Context: an optimization exercise on an open-source flow, tuned for small area, a short achievable clock period and few clock cycles per item. The choices shown serve that exercise and are no tape-out recipe. The RTL was checked by simulation tests, not by an equivalence proof against the original design. Power and IR drop assume default switching activity.

==> design/flow/design.v <==
package i8mvz_pkg;
   typedef enum logic [0:0] {
      CMD_LOAD_VECTOR   = 1'b0,
      CMD_MATRIX_ELEMENT = 1'b1
   } cmd_type;
   localparam logic [1:0] CSR_ZERO_POINT  = 2'd0;
   localparam logic [1:0] CSR_COLS_IN_USE = 2'd1;
   localparam logic [1:0] CSR_ROWS_IN_USE = 2'd2;
   localparam int ElemWidth  = 8;
   localparam int IndexWidth = 10;
   localparam int ColsWidth  = 11;
   localparam int RowsWidth  = 16;
   localparam int SumWidth   = 32;
   localparam int CsrWidth   = 16;
   localparam logic [ColsWidth-1:0] ColsReset = 11'd1024;
   localparam logic [RowsWidth-1:0] RowsReset = 16'd1;
endpackage
module i8mvz_ram #(
   parameter int WIDTH = 8,
   parameter int DEPTH = 1024
) (
   input  logic                     clock,
   input  logic                     wr_en,
   input  logic [$clog2(DEPTH)-1:0] wr_addr,
   input  logic [WIDTH-1:0]         wr_data,
   input  logic                     rd_en,
   input  logic [$clog2(DEPTH)-1:0] rd_addr,
   output logic [WIDTH-1:0]         rd_data
);
   logic [WIDTH-1:0] mem_ff [DEPTH];
   logic [WIDTH-1:0] rd_data_ff;
   always_ff @(posedge clock) begin
      if (wr_en) begin
         mem_ff[wr_addr] <= wr_data;
      end
   end
   always_ff @(posedge clock) begin
      if (rd_en) begin
         rd_data_ff <= mem_ff[rd_addr];
      end
   end
   assign rd_data = rd_data_ff;
endmodule
module int8_matrix_vector_zero_point_core #(
   parameter int MAX_COLS = 256
) (
   input  logic                                  clock,
   input  logic                                  reset,
   input  logic                                  req_valid,
   output logic                                  req_ready,
   input  logic                                  req_command,
   input  logic signed [i8mvz_pkg::ElemWidth-1:0] req_element,
   input  logic [i8mvz_pkg::IndexWidth-1:0]      req_element_index,
   output logic                                  rsp_valid,
   input  logic                                  rsp_ready,
   output logic signed [i8mvz_pkg::SumWidth-1:0] rsp_row_sum,
   output logic [i8mvz_pkg::RowsWidth-1:0]       rsp_row_index,
   output logic                                  rsp_last_row,
   input  logic                                  csr_write_enable,
   input  logic [1:0]                            csr_index,
   input  logic [i8mvz_pkg::CsrWidth-1:0]        csr_write_data
);
   localparam int AW = $clog2(MAX_COLS);
   localparam int CW = i8mvz_pkg::ColsWidth;
   localparam int RW = i8mvz_pkg::RowsWidth;
   localparam int EW = i8mvz_pkg::ElemWidth;
   localparam int SW = i8mvz_pkg::SumWidth;
   logic [EW-1:0] zero_point_ff;
   logic [CW-1:0] cols_in_use_ff;
   logic [RW-1:0] rows_in_use_ff;
   always_ff @(posedge clock) begin
      if (reset) begin
         zero_point_ff  <= '0;
         cols_in_use_ff <= i8mvz_pkg::ColsReset;
         rows_in_use_ff <= i8mvz_pkg::RowsReset;
      end else if (csr_write_enable) begin
         if (csr_index == i8mvz_pkg::CSR_ZERO_POINT) begin
            zero_point_ff <= csr_write_data[EW-1:0];
         end
         if (csr_index == i8mvz_pkg::CSR_COLS_IN_USE) begin
            cols_in_use_ff <= csr_write_data[CW-1:0];
         end
         if (csr_index == i8mvz_pkg::CSR_ROWS_IN_USE) begin
            rows_in_use_ff <= csr_write_data[RW-1:0];
         end
      end
   end
   logic [CW-1:0] eff_cols;
   logic [RW-1:0] eff_rows;
   always_comb begin
      eff_cols = cols_in_use_ff;
      if (cols_in_use_ff == '0) begin
         eff_cols = CW'(1);
      end else if (32'(cols_in_use_ff) > MAX_COLS) begin
         eff_cols = CW'(MAX_COLS);
      end
      eff_rows = (rows_in_use_ff == '0) ? RW'(1) : rows_in_use_ff;
   end
   logic [CW-1:0] column_count_ff, column_count_in;
   logic [RW-1:0] row_count_ff, row_count_in;
   logic                  s1_valid_ff, s1_valid_in;
   i8mvz_pkg::cmd_type    s1_cmd_ff;
   logic signed [EW-1:0]  s1_element_ff;
   logic                  s1_row_end_ff;
   logic [RW-1:0]         s1_row_index_ff;
   logic                  s1_last_ff;
   logic [SW-1:0] acc_ff, acc_in;
   logic          rsp_valid_ff, rsp_valid_in;
   logic [SW-1:0] rsp_row_sum_ff;
   logic [RW-1:0] rsp_row_index_ff;
   logic          rsp_last_row_ff;
   logic               req_take;
   logic               s1_free;
   logic               s1_consume;
   i8mvz_pkg::cmd_type req_cmd;
   logic [CW-1:0]      col;
   logic               col_last;
   logic               row_last;
   logic          ram_wr_en;
   logic [AW-1:0] ram_wr_addr;
   logic          ram_rd_en;
   logic [AW-1:0] ram_rd_addr;
   logic [EW-1:0] ram_rd_data;
   assign req_cmd = i8mvz_pkg::cmd_type'(req_command);
   assign s1_free    = !s1_valid_ff || !s1_row_end_ff || !rsp_valid_ff || rsp_ready;
   assign s1_consume = s1_valid_ff && s1_free;
   assign req_ready  = s1_free;
   assign req_take   = req_valid && req_ready;
   always_comb begin
      col      = (column_count_ff >= eff_cols) ? (eff_cols - CW'(1)) : column_count_ff;
      col_last = (col == (eff_cols - CW'(1)));
      row_last = ({1'b0, row_count_ff} + 17'd1) >= {1'b0, eff_rows};
   end
   always_comb begin
      column_count_in = column_count_ff;
      row_count_in    = row_count_ff;
      if (req_take) begin
         unique case (req_cmd)
            i8mvz_pkg::CMD_LOAD_VECTOR: begin
               column_count_in = '0;
               row_count_in    = '0;
            end
            i8mvz_pkg::CMD_MATRIX_ELEMENT: begin
               if (!col_last) begin
                  column_count_in = col + CW'(1);
               end else begin
                  column_count_in = '0;
                  row_count_in    = row_last ? '0 : (row_count_ff + RW'(1));
               end
            end
            default: begin
               column_count_in = column_count_ff;
               row_count_in    = row_count_ff;
            end
         endcase
      end
   end
   always_ff @(posedge clock) begin
      if (reset) begin
         column_count_ff <= '0;
         row_count_ff    <= '0;
      end else begin
         column_count_ff <= column_count_in;
         row_count_ff    <= row_count_in;
      end
   end
   assign ram_wr_en   = req_take && (req_cmd == i8mvz_pkg::CMD_LOAD_VECTOR)
                        && (32'(req_element_index) < MAX_COLS);
   assign ram_wr_addr = AW'(req_element_index);
   assign ram_rd_en   = req_take && (req_cmd == i8mvz_pkg::CMD_MATRIX_ELEMENT);
   assign ram_rd_addr = AW'(col);
   i8mvz_ram #(
      .WIDTH(EW),
      .DEPTH(MAX_COLS)
   ) u_vector_ram (
      .clock  (clock),
      .wr_en  (ram_wr_en),
      .wr_addr(ram_wr_addr),
      .wr_data(req_element),
      .rd_en  (ram_rd_en),
      .rd_addr(ram_rd_addr),
      .rd_data(ram_rd_data)
   );
   assign s1_valid_in = req_take ? 1'b1 : (s1_consume ? 1'b0 : s1_valid_ff);
   always_ff @(posedge clock) begin
      if (reset) begin
         s1_valid_ff <= 1'b0;
      end else begin
         s1_valid_ff <= s1_valid_in;
      end
   end
   always_ff @(posedge clock) begin
      if (req_take) begin
         s1_cmd_ff       <= req_cmd;
         s1_element_ff   <= req_element;
         s1_row_end_ff   <= (req_cmd == i8mvz_pkg::CMD_MATRIX_ELEMENT) && col_last;
         s1_row_index_ff <= row_count_ff;
         s1_last_ff      <= row_last;
      end
   end
   logic signed [EW:0]   diff;
   logic signed [2*EW:0] prod;
   logic [SW-1:0]        sum;
   always_comb begin
      diff = $signed({ram_rd_data[EW-1], ram_rd_data})
             - $signed({zero_point_ff[EW-1], zero_point_ff});
      prod = s1_element_ff * diff;
      sum  = acc_ff + SW'(prod);
   end
   always_comb begin
      acc_in = acc_ff;
      if (s1_consume) begin
         unique case (s1_cmd_ff)
            i8mvz_pkg::CMD_LOAD_VECTOR:    acc_in = '0;
            i8mvz_pkg::CMD_MATRIX_ELEMENT: acc_in = s1_row_end_ff ? '0 : sum;
            default:                       acc_in = acc_ff;
         endcase
      end
   end
   always_ff @(posedge clock) begin
      if (reset) begin
         acc_ff <= '0;
      end else begin
         acc_ff <= acc_in;
      end
   end
   assign rsp_valid_in = (s1_consume && s1_row_end_ff) ? 1'b1
                         : (rsp_ready ? 1'b0 : rsp_valid_ff);
   always_ff @(posedge clock) begin
      if (reset) begin
         rsp_valid_ff <= 1'b0;
      end else begin
         rsp_valid_ff <= rsp_valid_in;
      end
   end
   always_ff @(posedge clock) begin
      if (s1_consume && s1_row_end_ff) begin
         rsp_row_sum_ff   <= sum;
         rsp_row_index_ff <= s1_row_index_ff;
         rsp_last_row_ff  <= s1_last_ff;
      end
   end
   assign rsp_valid     = rsp_valid_ff;
   assign rsp_row_sum   = $signed(rsp_row_sum_ff);
   assign rsp_row_index = rsp_row_index_ff;
   assign rsp_last_row  = rsp_last_row_ff;
endmodule
==> design/flow/run.sh <==
#!/bin/bash
# synth_recipe.tcl (not shown) runs the flow's synth.tcl, then flattens the netlist and writes it again
# the make line also repeats each setting of config.mk as NAME=value (left out here)
make -C /OpenROAD-flow-scripts/flow DESIGN_CONFIG=/design/flow/config.mk WORK_HOME=/design/flow/orfs CLKGATE_MAP_FILE= SYNTH_SCRIPT=/design/flow/synth_recipe.tcl finish
==> design/flow/config.mk <==
export PLATFORM = sky130hd
export DESIGN_NAME = int8_matrix_vector_zero_point_core
export DESIGN_NICKNAME = int8_matrix_vector_zero_point_core
export VERILOG_FILES = /design/flow/design.v
export SDC_FILE = /design/flow/constraint.sdc
export NUM_CORES = 4
export LEC_CHECK = 0
export CAP_MARGIN = 20
export CORE_MARGIN = 2
export CORE_UTILIZATION = 30
export PLACE_DENSITY = 0.38
export SETUP_SLACK_MARGIN = 0.3
export SLEW_MARGIN = 20
export SYNTH_MEMORY_MAX_BITS = 16384
==> design/flow/constraint.sdc <==
create_clock -name core_clock -period 10.0 [get_ports {clock}]
set_input_delay 2.0000 -clock core_clock [delete_from_list [all_inputs] [get_ports {clock}]]
set_output_delay 2.0000 -clock core_clock [all_outputs]
set_load 0.01 [all_outputs]
==> impl_metrics.csv <==
group,metric,value,unit
routing,wl_per_cell,29.8,um
floorplan,die_y,566,um
power,power_switching,7.48,mW
finish,area_growth,14.8,%
cts,htree_levels,5,
sta,hold_ws,0.419,ns
routing,dr.pass1.iters,8,
cts,clock_path_buffers,4,
finish,multi_input_area,0.0259,mm^2
routing,num_vias,62600,
power,p_per_area,232,mW/mm^2
floorplan,rows,206,
synth,synthArstFlopShare,0,
power,clkPwrFrac,0.374,
setup_path,critPathKind,"reg -> reg",
sta,finalHoldViolCount,0,
routing,drtIter0Drc,5875,
cts,cts_tree,"built",
finish,drive_gt1_frac,0.0812,
hold_path,worstHoldEndpoint,"rsp_row_index_ff[7]",
finish,fill_cells,30900,
synth,synthTopCellsByArea,"edfxtp_1 (68%), nand2_1 (7.0%), nand3_1 (2.5%), and3_1 (2.1%), dfxtp_1 (2.0%)",
synth,netlist_instances,7467,
power,p_int,17.8,mW
floorplan,start_util,0.301,
synth,synth_edf_count,2132,
sta,slew_viol_final,0,
synth,netlist.area_leader.share,0.676,
floorplan,core_area,0.314,mm^2
sta,tns,0,ns
power,ir_drop,0.293,mV
sta,setup_viol,0,
synth,syn_avg_cell_area,12.7,um^2
routing,via_per_inst,5.26,
sta,tightestPinTransition,1.30,ns
cts,cts_made_buffers,272,
hold_path,hp-class,"reg -> reg",
setup_path,r2r_cells,38,
setup_path,crit_path_start_kind,"flop",
cts,cts-root-buf,"clkbuf_16",
sta,min_period,8.90,ns
power,power_frac_comb,0.206,
cts,hold_buffers,0,
synth,syn_area,0.0947,mm^2
cts,cts.sink_count,2228,
global_route,antenna_found_initial,24,
cts,clkSlewWorstSetupHoldPaths,0.05,ns
synth,synth.ff_latch_count,2228,
setup_path,cp_max_fo,16,
setup_path,slowest_delay,0.53,ns
placed_design,dp_hpwl,213,mm
finish,final-seq-area,0.0659,mm^2
sta,rsz0062_at_grt,"no",
setup_path,cpMostUsedCell,"a21oi_1",
sta,fin_skew,0.0238,ns
setup_path,cp_slowest_cell,"fa_1",
cts,clkLatencyLatePin,0.90,ns
synth,yosys.area.top_type,"edfxtp_1",
routing,ant_nets,0,
floorplan,die_x,566,um
hold_path,whs_path_depth,0,
placed_design,place.gp.congestion,0.830,
floorplan,dieArea,0.320,mm^2
cts,postCtsSetupBuffers,0,
finish,final_common_cell,"edfxtp_1",
synth,ys_seq_area_frac,0.697,
sta,relSlewSlack,0.135,
setup_path,reg2reg_to,"acc_ff[31]",
floorplan,io_pins,93,
finish,nets,7733,
routing,wl,354,mm
power,leakagePower,36.9,nW
setup_path,required,10.76,ns
synth,ys.flop_type,"edfxtp_1",
synth,ys_warn_count,2,
status,status,"timing/DRC/antenna clean",
power,switching_share,0.296,
setup_path,r2r_start,"u_vector_ram.rd_data_ff[1]",
global_route,overflow,0,
finish,layout_common_cells,"edfxtp_1 (2132), nand2_1 (1749), nand3_1 (471)",
setup_path,arrival,9.67,ns
setup_path,reg2reg_setup_slack,1.10,ns
global_route,grt_pass1_vias,60900,
setup_path,crit_path_end_kind,"flop",
job,maxCapViolations,0,
global_route,grt_usage,0.218,
placed_design,port_buffers,92,
sta,fmax,112,MHz
power,p_seq_frac,0.420,
sta,finalCritPeriodShare,0.890,
global_route,grt_pass1_wl,496,mm
routing,route.detailed.drc,0,
global_route,grt_max_degree,169,
hold_path,worstHoldStart,"s1_row_index_ff[7]",
synth,synth_cell_types,82,
==> layout make-up <==
type / count / share of cell area
Antenna cell: 14 / 0.000322
Inverter: 145 / 0.00531
Multi-Input combinational cell: 4600 / 0.238
Sequential cell: 2228 / 0.607
Timing Repair Buffer: 280 / 0.0248
Tap cell: 4160 / 0.0479
Clock buffer: 345 / 0.0667
Clock inverter: 125 / 0.00956
==> what timing repair did <==
| item | 4_1_cts | 5_1_grt |
|---|---|---|
| endpoints found under the hold margin | 0 | 0 |
| resized for setup | 0 | 4 |
| endpoints found under the setup margin | 0 | 2 |
==> per-layer routing <==
metal  share of wire  vias up  track usage
met5        0.000037        -            0
met4           0.031        2       0.0658
met3           0.051      430       0.0280
met2            0.47     1860        0.354
met1            0.45    32500        0.302
li1                -    27900            -
==> logic make-up (layout without fill, tap and decap cells) <==
kind of cell / after synthesis / count (layout) / synth area share
xor gates and xnor gates: 82 / 82 / 0.00759
buffers and inverters: 640 / 895 / 0.0330
DFF: 2228 / 2228 / 0.697
other: 1 / 16 / 0.0000396
AOI/OAI and AO/OA: 1128 / 1128 / 0.0840
adders and majority gates: 164 / 164 / 0.0267
muxes: 58 / 58 / 0.00637
and+or+nand+nor: 3166 / 3166 / 0.146
==> critical path: cells and delay by family (launching register included) <==
family	cells	cell delay, ns
buf+inv	4	0.42
xor+xnor	3	0.61
fa+ha+maj	7	2.97
simple gates	1	0.13
compound gates	23	4.23
flops	1	0.41
==> Yosys cell counts (17+ instances only) <==
master	number
a22oi_1	49
a21oi_1	162
nor2b_1	24
and2_1	39
a31oi_1	229
and3_1	321
xnor2_1	58
ha_1	101
edfxtp_1	2132
nand4_1	31
nand2_1	1760
nand3_1	477
a211oi_1	226
nor4_1	17
nor2_1	421
fa_1	63
buf_2	232
mux2i_1	49
nor3_1	25
buf_1	21
clkbuf_1	153
o21ai_0	68
a21o_1	25
buf_4	62
a32oi_1	37
o22ai_1	34
xor2_1	24
inv_1	142
a311oi_1	160
buf_6	25
dfxtp_1	96
==> power groups by stage <==
stage	clock [mW]	sequential, mW	combinational [mW]
2_1_floorplan	0	10.8	3.46
3_5_place_dp	0	10.8	5.22
5_1_grt	10.0	10.6	5.81
3_3_place_gp	0	10.8	5.19
4_1_cts	9.66	10.6	5.24
6_report	9.44	10.6	5.21
==> through the flow <==
step	util	std cells	power (mW)	worst slack, ns	cell area (um^2)
after detailed placement	0.319	11400	16.0	0.690	100000
after floorplan	-	7468	14.3	1.47	94700
final	0.346	11900	25.2	1.10	109000
after CTS	0.345	11900	25.5	0.675	109000
after global routing	0.345	11900	26.4	0.386	109000
after global placement	0.319	11400	16.0	0.669	100000
==> worst max path at each step <==
stage,start,end,slack (ns),depth (start not counted)
after floorplan,u_vector_ram.rd_data_ff[0],acc_ff[31],1.47,42
final,u_vector_ram.rd_data_ff[1],acc_ff[31],1.10,38
after global placement,u_vector_ram.rd_data_ff[1],acc_ff[31],0.67,38
after detailed placement,u_vector_ram.rd_data_ff[1],acc_ff[31],0.69,38
after global routing,u_vector_ram.rd_data_ff[2],acc_ff[31],0.39,36
after CTS,u_vector_ram.rd_data_ff[1],acc_ff[31],0.68,38
==> flip-flops by register name (all words and copies together) (netlist names) <==
name	count
rsp_valid_ff	1
s1_valid_ff	1
s1_row_end_ff	1
row_count_ff	16
u_vector_ram.rd_data_ff	8
u_vector_ram.mem_ff	2048
rsp_row_sum_ff	32
acc_ff	32
s1_last_ff	1
column_count_ff	11
s1_cmd_ff	1
rsp_last_row_ff	1
cols_in_use_ff	11
s1_element_ff	8
rsp_row_index_ff	16
rows_in_use_ff	16
s1_row_index_ff	16
zero_point_ff	8
Testbench counts, summed over its fixed seeds: cycles 71,665, items 71,425.

==> static timing again, ports no longer ideal <==
No port has a modelled driver above. Below, the same layout with a new extraction and two added sets of constraints.
Step 1: set_driving_cell puts a clkbuf_16 on clock and a buf_2 on each other input, an assumption about the parent block.
Step 2 also shifts input and output timing later by t, the mid clock arrival at the registers, as if the neighbouring blocks saw the same clock.
a / b / c = ideal ports / drivers / drivers and shift; a / b = the first two.
t, ns: 0.976
setup slack, ns: 1.096 / 1.096 / 1.096
worst setup path after step 2: register to register
cell pins on the clock port's net: 1
After both steps this run still meets setup and hold. The setup slack of this run moves by 0.000 ns with the drivers and by 0.000 ns with both steps.
